This is an optimization exercise on Yosys and OpenROAD, whose aim is small area, not a production implementation. Function was checked by simulation only, so behaviour that the tests miss may differ from the original. No activity file was given, so power comes from the tool's default toggle rates.

## flow/run.sh

```bash
#!/bin/bash
# synth_recipe.tcl (not shown) runs the flow's synth.tcl, then flattens the netlist and writes it again
# the make line also repeats each setting of config.mk as NAME=value (left out here)
make -C /OpenROAD-flow-scripts/flow DESIGN_CONFIG=/design/flow/config.mk WORK_HOME=/design/flow/orfs CLKGATE_MAP_FILE= SYNTH_SCRIPT=/design/flow/synth_recipe.tcl finish
```

## flow/config.mk

```make
export PLATFORM = sky130hd
export DESIGN_NAME = matrixCalcTop
export DESIGN_NICKNAME = matrixCalcTop
export VERILOG_FILES = /design/flow/design.v
export SDC_FILE = /design/flow/constraint.sdc
export NUM_CORES = 4
export LEC_CHECK = 0
export CAP_MARGIN = 20
export CORE_MARGIN = 2
export CORE_UTILIZATION = 40
export SLEW_MARGIN = 20
```

## flow/constraint.sdc

```tcl
create_clock -name core_clock -period 20.0 [get_ports {clk}]
set_input_delay 4.0000 -clock core_clock [delete_from_list [all_inputs] [get_ports {clk}]]
set_output_delay 4.0000 -clock core_clock [all_outputs]
set_load 0.01 [all_outputs]
```

## flow/design.v

```verilog
module entrySequencer #(
  parameter int slotCount = 18,
  parameter int slotWidth = 5
) (
  input  logic                 clk,
  input  logic                 resetn,
  input  logic                 go,
  output logic                 loadElem,
  output logic [slotWidth-1:0] slot,
  output logic                 loadOp,
  output logic                 compute
);
  localparam logic [2:0] stLoad     = 3'd0;
  localparam logic [2:0] stLoadWait = 3'd1;
  localparam logic [2:0] stOp       = 3'd2;
  localparam logic [2:0] stOpWait   = 3'd3;
  localparam logic [2:0] stCompute  = 3'd4;
  logic [2:0]           state;
  logic [2:0]           nextState;
  logic [slotWidth-1:0] slotCnt;
  logic                 lastSlot;
  assign lastSlot = (slotCnt == slotWidth'(slotCount - 1));
  always_comb begin
    nextState = state;
    case (state)
      stLoad: begin
        if (go) begin
          nextState = stLoadWait;
        end
      end
      stLoadWait: begin
        if (!go) begin
          nextState = lastSlot ? stOp : stLoad;
        end
      end
      stOp: begin
        if (go) begin
          nextState = stOpWait;
        end
      end
      stOpWait: begin
        if (!go) begin
          nextState = stCompute;
        end
      end
      stCompute: begin
        nextState = stLoad;
      end
      default: begin
        nextState = stLoad;
      end
    endcase
  end
  always_ff @(posedge clk) begin
    if (!resetn) begin
      state <= stLoad;
      slotCnt <= '0;
    end else begin
      state <= nextState;
      if (state == stCompute) begin
        slotCnt <= '0;
      end else if (state == stLoadWait && !go && !lastSlot) begin
        slotCnt <= slotCnt + 1'b1;
      end
    end
  end
  assign loadElem = (state == stLoad);
  assign slot = slotCnt;
  assign loadOp = (state == stOp);
  assign compute = (state == stCompute);
endmodule
module operandStore #(
  parameter int elemWidth = 3,
  parameter int elemCount = 9,
  parameter int slotWidth = 5,
  parameter int ledWidth  = 10
) (
  input  logic                           clk,
  input  logic                           resetn,
  input  logic [elemWidth-1:0]           dataIn,
  input  logic [1:0]                     opIn,
  input  logic                           loadElem,
  input  logic [slotWidth-1:0]           slot,
  input  logic                           loadOp,
  output logic [elemCount*elemWidth-1:0] matA,
  output logic [elemCount*elemWidth-1:0] matB,
  output logic [1:0]                     op,
  output logic [ledWidth-1:0]            led
);
  always_ff @(posedge clk) begin
    if (!resetn) begin
      matA <= '0;
      matB <= '0;
    end else if (loadElem) begin
      for (int i = 0; i < elemCount; i++) begin
        if (slot == slotWidth'(i)) begin
          matA[i*elemWidth +: elemWidth] <= dataIn;
        end
        if (slot == slotWidth'(i + elemCount)) begin
          matB[i*elemWidth +: elemWidth] <= dataIn;
        end
      end
    end
  end
  always_ff @(posedge clk) begin
    if (!resetn) begin
      op <= 2'd0;
    end else if (loadOp) begin
      op <= opIn;
    end
  end
  always_ff @(posedge clk) begin
    if (!resetn) begin
      led <= '0;
    end else if (loadElem) begin
      led <= ledWidth'(slot);
    end
  end
endmodule
module matrixAlu #(
  parameter int elemWidth   = 3,
  parameter int resultWidth = 8,
  parameter int matDim      = 3
) (
  input  logic                                     clk,
  input  logic                                     resetn,
  input  logic [matDim*matDim*elemWidth-1:0]       matA,
  input  logic [matDim*matDim*elemWidth-1:0]       matB,
  input  logic [1:0]                               op,
  input  logic                                     compute,
  output logic [matDim*matDim*resultWidth-1:0]     results
);
  localparam logic [1:0] opAdd = 2'd0;
  localparam logic [1:0] opSub = 2'd1;
  localparam logic [1:0] opMul = 2'd2;
  localparam logic [1:0] opDot = 2'd3;
  logic [matDim*matDim*resultWidth-1:0] nextResults;
  logic [resultWidth-1:0]               dotRow0;
  always_comb begin
    dotRow0 = '0;
    for (int k = 0; k < matDim; k++) begin
      dotRow0 = dotRow0 + resultWidth'(matA[k*elemWidth +: elemWidth]) *
                          resultWidth'(matB[k*elemWidth +: elemWidth]);
    end
  end
  always_comb begin
    logic [resultWidth-1:0] prodSum;
    logic [resultWidth-1:0] a;
    logic [resultWidth-1:0] b;
    int                     idx;
    nextResults = '0;
    for (int r = 0; r < matDim; r++) begin
      for (int c = 0; c < matDim; c++) begin
        idx = r * matDim + c;
        prodSum = '0;
        for (int k = 0; k < matDim; k++) begin
          prodSum = prodSum + resultWidth'(matA[(r*matDim+k)*elemWidth +: elemWidth]) *
                              resultWidth'(matB[(k*matDim+c)*elemWidth +: elemWidth]);
        end
        a = resultWidth'(matA[idx*elemWidth +: elemWidth]);
        b = resultWidth'(matB[idx*elemWidth +: elemWidth]);
        case (op)
          opAdd:   nextResults[idx*resultWidth +: resultWidth] = a + b;
          opSub:   nextResults[idx*resultWidth +: resultWidth] = a - b;
          opMul:   nextResults[idx*resultWidth +: resultWidth] = prodSum;
          default: nextResults[idx*resultWidth +: resultWidth] = dotRow0;
        endcase
      end
    end
  end
  always_ff @(posedge clk) begin
    if (!resetn) begin
      results <= '0;
    end else if (compute) begin
      results <= nextResults;
    end
  end
endmodule
module resultDisplay #(
  parameter int resultWidth = 8,
  parameter int matDim      = 3
) (
  input  logic [matDim*matDim*resultWidth-1:0] results,
  input  logic [1:0]                           rowSel,
  output logic [6:0]                           hex0,
  output logic [6:0]                           hex1,
  output logic [6:0]                           hex2,
  output logic [6:0]                           hex3,
  output logic [6:0]                           hex4,
  output logic [6:0]                           hex5
);
  logic [resultWidth-1:0] rowVals [matDim];
  function automatic logic [6:0] segOf(input logic [3:0] nibble);
    case (nibble)
      4'h0: segOf = 7'h40;
      4'h1: segOf = 7'h79;
      4'h2: segOf = 7'h24;
      4'h3: segOf = 7'h30;
      4'h4: segOf = 7'h19;
      4'h5: segOf = 7'h12;
      4'h6: segOf = 7'h02;
      4'h7: segOf = 7'h78;
      4'h8: segOf = 7'h00;
      4'h9: segOf = 7'h18;
      4'hA: segOf = 7'h08;
      4'hB: segOf = 7'h03;
      4'hC: segOf = 7'h46;
      4'hD: segOf = 7'h21;
      4'hE: segOf = 7'h06;
      default: segOf = 7'h0E;
    endcase
  endfunction
  always_comb begin
    int base;
    base = (rowSel == 2'd3) ? 0 : int'(rowSel) * matDim;
    for (int c = 0; c < matDim; c++) begin
      rowVals[c] = results[(base + c)*resultWidth +: resultWidth];
    end
  end
  assign hex5 = segOf(rowVals[0][7:4]);
  assign hex4 = segOf(rowVals[0][3:0]);
  assign hex3 = segOf(rowVals[1][7:4]);
  assign hex2 = segOf(rowVals[1][3:0]);
  assign hex1 = segOf(rowVals[2][7:4]);
  assign hex0 = segOf(rowVals[2][3:0]);
endmodule
module matrixCalcTop (
  input  logic       clk,
  input  logic       resetn,
  input  logic       go,
  input  logic [2:0] dataIn,
  input  logic [1:0] opIn,
  input  logic [1:0] rowSel,
  output logic [9:0] led,
  output logic [6:0] hex0,
  output logic [6:0] hex1,
  output logic [6:0] hex2,
  output logic [6:0] hex3,
  output logic [6:0] hex4,
  output logic [6:0] hex5
);
  localparam int elemWidth   = 3;
  localparam int resultWidth = 8;
  localparam int matDim      = 3;
  localparam int elemCount   = matDim * matDim;
  localparam int slotCount   = 2 * elemCount;
  localparam int slotWidth   = $clog2(slotCount);
  localparam int ledWidth    = 10;
  logic                             loadElem;
  logic [slotWidth-1:0]             slot;
  logic                             loadOp;
  logic                             compute;
  logic [elemCount*elemWidth-1:0]   matA;
  logic [elemCount*elemWidth-1:0]   matB;
  logic [1:0]                       op;
  logic [elemCount*resultWidth-1:0] results;
  entrySequencer #(
    .slotCount (slotCount),
    .slotWidth (slotWidth)
  ) sequencer (
    .clk      (clk),
    .resetn   (resetn),
    .go       (go),
    .loadElem (loadElem),
    .slot     (slot),
    .loadOp   (loadOp),
    .compute  (compute)
  );
  operandStore #(
    .elemWidth (elemWidth),
    .elemCount (elemCount),
    .slotWidth (slotWidth),
    .ledWidth  (ledWidth)
  ) store (
    .clk      (clk),
    .resetn   (resetn),
    .dataIn   (dataIn),
    .opIn     (opIn),
    .loadElem (loadElem),
    .slot     (slot),
    .loadOp   (loadOp),
    .matA     (matA),
    .matB     (matB),
    .op       (op),
    .led      (led)
  );
  matrixAlu #(
    .elemWidth   (elemWidth),
    .resultWidth (resultWidth),
    .matDim      (matDim)
  ) alu (
    .clk     (clk),
    .resetn  (resetn),
    .matA    (matA),
    .matB    (matB),
    .op      (op),
    .compute (compute),
    .results (results)
  );
  resultDisplay #(
    .resultWidth (resultWidth),
    .matDim      (matDim)
  ) display (
    .results (results),
    .rowSel  (rowSel),
    .hex0    (hex0),
    .hex1    (hex1),
    .hex2    (hex2),
    .hex3    (hex3),
    .hex4    (hex4),
    .hex5    (hex5)
  );
endmodule
```

==> run summary <==
worst paths after layout:
kind | from | endpoint | slack, ns
hold reg to reg | store.led[4] | store.led[4] | 0.46
setup reg to reg | store.matB[8] | alu.results[71] | 14.84
setup / recovery | rowSel[0] | hex1[3] | 6.95
hold / removal | store.led[4] | store.led[4] | 0.46
metal layers:
layer | part of all wire [%] | GRT usage [%]
met1 | 44 | 33.0
met2 | 45 | 40.8
met3 | 6.0 | 4.07
met5 | 0.022 | 0
met4 | 4.5 | 11.2
state kept, by name, indices dropped and copies added (netlist names):
signal,count
sequencer.slotCnt,5
store.matB,27
store.led,5
alu.results,72
store.op,2
sequencer.state,3
store.matA,27
through the flow:
stage	hold WS, ns	total power, mW
2_1_floorplan	0.439	0.375
3_3_place_gp	0.448	0.412
3_5_place_dp	0.452	0.416
4_1_cts	0.467	0.733
5_1_grt	0.491	0.758
6_report	0.461	0.732
critical path, stage by stage:
cell and delay [ns]:
sky130_fd_sc_hd__clkdlybuf4s50_1 0.50, sky130_fd_sc_hd__inv_1 0.10, sky130_fd_sc_hd__ha_2 0.75, sky130_fd_sc_hd__nor2b_1 0.86, sky130_fd_sc_hd__nor4b_2 0.97, sky130_fd_sc_hd__nand2_1 0.11
sky130_fd_sc_hd__o21ai_1 0.25, sky130_fd_sc_hd__inv_1 0.16, sky130_fd_sc_hd__ha_1 0.38, sky130_fd_sc_hd__nor2_1 0.08, sky130_fd_sc_hd__a211oi_1 0.31, sky130_fd_sc_hd__nor3_1 0.08
sky130_fd_sc_hd__clkdlybuf4s50_1 0.48
cell type report:
type,instances,area (um2),share of cell area (%)
inverters,255,957,4.58
well taps,615,769,3.68
clock buffers,19,443,2.12
repair buffers,76,711,3.40
multi-input cells,1786,15100,72.1
flip-flops and latches,141,2820,13.5
clock inverters,12,138,0.658
cell usage after synthesis (10+ instances only):
cell type / number / share of area [%]
sky130_fd_sc_hd__clkbuf_1: 68 / 1.3
sky130_fd_sc_hd__o21ai_0: 102 / 2.6
sky130_fd_sc_hd__dfxtp_1: 141 / 15
sky130_fd_sc_hd__nand2b_1: 21 / 0.68
sky130_fd_sc_hd__a32o_1: 20 / 1.0
sky130_fd_sc_hd__a31oi_1: 28 / 0.90
sky130_fd_sc_hd__a21oi_1: 134 / 3.5
sky130_fd_sc_hd__ha_1: 282 / 18
sky130_fd_sc_hd__mux2_2: 10 / 0.58
sky130_fd_sc_hd__buf_4: 11 / 0.43
sky130_fd_sc_hd__and2_1: 108 / 3.5
sky130_fd_sc_hd__a21o_1: 53 / 2.1
sky130_fd_sc_hd__mux4_2: 26 / 3.0
sky130_fd_sc_hd__nor3_1: 25 / 0.65
sky130_fd_sc_hd__fa_1: 154 / 16
sky130_fd_sc_hd__mux2i_1: 97 / 5.0
sky130_fd_sc_hd__o211ai_1: 12 / 0.46
sky130_fd_sc_hd__nand3_1: 55 / 1.4
sky130_fd_sc_hd__nor2b_1: 22 / 0.71
sky130_fd_sc_hd__inv_1: 253 / 4.9
sky130_fd_sc_hd__xnor2_1: 39 / 1.8
sky130_fd_sc_hd__nand2_1: 216 / 4.2
sky130_fd_sc_hd__xor2_1: 28 / 1.3
sky130_fd_sc_hd__a211oi_1: 16 / 0.62
sky130_fd_sc_hd__buf_2: 18 / 0.46
sky130_fd_sc_hd__nor2_1: 191 / 3.7
sky130_fd_sc_hd__o22ai_1: 23 / 0.74
layout by cell type, fill, tap and decap left out, types with 10 or more instances in the layout:
cell type | synthesis | layout
sky130_fd_sc_hd__ha_1 | 282 | 280
sky130_fd_sc_hd__inv_1 | 253 | 253
sky130_fd_sc_hd__nand2_1 | 216 | 216
sky130_fd_sc_hd__nor2_1 | 191 | 190
sky130_fd_sc_hd__fa_1 | 154 | 154
sky130_fd_sc_hd__dfxtp_1 | 141 | 140
sky130_fd_sc_hd__a21oi_1 | 134 | 134
sky130_fd_sc_hd__and2_1 | 108 | 108
sky130_fd_sc_hd__o21ai_0 | 102 | 102
sky130_fd_sc_hd__mux2i_1 | 97 | 97
sky130_fd_sc_hd__clkdlybuf4s50_1 | 0 | 56
sky130_fd_sc_hd__nand3_1 | 55 | 55
sky130_fd_sc_hd__a21o_1 | 53 | 53
sky130_fd_sc_hd__xnor2_1 | 39 | 39
sky130_fd_sc_hd__xor2_1 | 28 | 28
sky130_fd_sc_hd__a31oi_1 | 28 | 28
sky130_fd_sc_hd__mux4_2 | 26 | 26
sky130_fd_sc_hd__nor3_1 | 25 | 25
sky130_fd_sc_hd__o22ai_1 | 23 | 23
sky130_fd_sc_hd__nor2b_1 | 22 | 21
sky130_fd_sc_hd__nand2b_1 | 21 | 21
sky130_fd_sc_hd__a32o_1 | 20 | 20
sky130_fd_sc_hd__buf_4 | 11 | 20
sky130_fd_sc_hd__clkbuf_16 | 0 | 17
sky130_fd_sc_hd__a211oi_1 | 16 | 16
sky130_fd_sc_hd__o211ai_1 | 12 | 12
sky130_fd_sc_hd__mux2_2 | 10 | 10
where the power goes:
group | total [mW] | switching (mW) | leakage, nW | internal, mW
Combinational | 0.124 | 0.0698 | 8.63 | 0.0538
Sequential | 0.287 | 0.00460 | 1.14 | 0.282
Clock | 0.321 | 0.134 | 0.269 | 0.187
Total | 0.732 | 0.209 | 10.0 | 0.523
logic make-up (layout without fill, tap and decap cells):
group           after synthesis  in the layout  share of synthesized area, %
other cells                   1              5                        0.0194
xor+xnor                     69             69                          3.20
mux                         134            134                          8.67
simple gates                684            684                          16.6
fa+ha+maj                   436            436                          34.1
buf+inv                     367            362                          7.79
flops                       141            141                          14.6
compound gates              458            458                          15.0
==> impl_results.md <==
* Drt initial violations at between 1000 and 1500
* Number of register bits inferred by synthesis at ~140
* Global-route wire length before repair at 97.1 mm
* Biggest fanout along the worst timing path at 45
* Total Nets Final at around 2700
* Antenna cells at 0
* Final count of negative-setup-slack endpoints at 0
* Actual slew at the worst max-slew pin at 1.03 ns
* Synthesized cell area at 19400 um2
* Hold-fix buffers, CTS at 0
* Fill cell total of the finished layout at between 4000 and 5000
* Pwr Density at roughly 35 nW/um2
* Global placement routability congestion at between 0.9 and 1
* Cell Count Post-Placement at approximately 2900
* Antenna Nets Post-Route at 0
* Initial Utilization at between 40% and 50%
* Maximum number of pins on one net before global-route repair at 87
* Number of clock sinks at about 140
* Period utilization at roughly 65%
* Cell area reported after detailed placement at a little over 20000 um2
* Relative max-transition margin at 31.0%
* Fraction of final layout cells sized beyond drive strength 1 at around 5.3%
* Final standard cell utilization of the core at around 44%
* Number of detailed-routing iterations run before antenna repair at 6
* RSZ-0062 raised after global routing: false
* Worst Setup Slack post-DPL at a little over 7 ns
* Critical path data required time at about 16 ns
* Post-Layout Inst Area at ~21000 um2
* Main flop type after synthesis: sky130_fd_sc_hd__dfxtp_1
* Shortest period the worst path allows at 13.05 ns
* MaxCap Viol Count at 0
* Area added between synthesis and finish at 7.95%
* Share of flip-flops with an asynchronous set or reset after synthesis at 0%
* GRT Overall Usage at between 20% and 30%
* Peak Freq at around 77 MHz
* Total number of vias at about 16000
* Maximum level of the CTS H-tree at 4
* Clock latency of the later-clocked register in the worst-skew pair at around 0.44 ns
* Distinct cells, synth at 70
* EDFF count, synth at 0
* Number of input and output port buffers inserted at 56
* Die width at between 200 and 250 um
* Synthesized instance count at between 2000 and 2500
* Final worst-path setup slack at between 6 and 7 ns
* TritonCTS clock tree: yes
* Number of cell rows at 80
* I/O pin cnt at 62
* Critical Path AT at between 9 and 10 ns
* DRC viols at 0
* Routed length per placed instance at 21.5 um
* Library cell used as clock root buffer: sky130_fd_sc_hd__clkbuf_16
* Count of final hold-check violations at 0
* Die area at 50200 um2
* Crit Path Category: input pin to primary output
* Vias in the first global route at 16419
* Worst vdd rail ir drop at between 0.05 and 0.06 mV
* Leak at ~10 nW
* Core Region at around 48000 um2
* Final slew viol count at 0
* Clock Tree Buf Depth at 2
* Cell count of the worst reg-to-reg path at 15
* Min-Delay Path Class: register to register
* Non-filler cells in the finished layout at roughly 2900
* Remaining Overflow, GRT at 0
* Worst Skew at approximately 0.012 ns
* CTS Buf Count at 17
* Routed WL at 62.5 mm
* Number of cells traversed by the worst hold path at 2
* Initial antenna violation count at 1
* DPL Wire Length at between 50 and 60 mm
* Clock transition at path regs at ~0.060 ns
* Number of gates resized after cts at 0
* Number of setup buffers added after CTS at 0
* Chip height at between 200 and 250 um
* Number of warnings printed during yosys synthesis at 5
* DR vias/cell at ~5.7
* Post-Syn Area per Cell at roughly 8.5 um2
* Sequential area share after synthesis at between 10% and 20%
* Crit. End Element: primary output
* Startpoint kind of the worst setup timing path: input pin
* Status: no timing/DRC/antenna violations
* Setup TNS at 0 ns

## static timing again, ports no longer ideal
In the flow no input, the clock included, has a driving cell. The finished layout below was timed again as built, in two steps.
Step 1: set_driving_cell puts a clkbuf_16 on clk and a buf_2 on each other input, an assumption about the parent block.
Step 2, shift: input delay + t, output delay - t, t = (earliest + latest rising clock arrival at the registers) / 2. This alone moves slack from input paths to output paths.
Slacks: ideal / step 1 / step 2; pairs: ideal / step 1.
shift t [ns]: 0.491
setup slack, ns: 6.951 / 6.917 / 6.917
worst setup path at the end: input to output
latest minus earliest clock arrival (ns): 0.012 / 0.012
pins driven straight from the clock port: 1
After both steps setup and hold are still met in this run. The setup slack of this run moves by -0.034 ns with the drivers and by -0.034 ns with both steps.
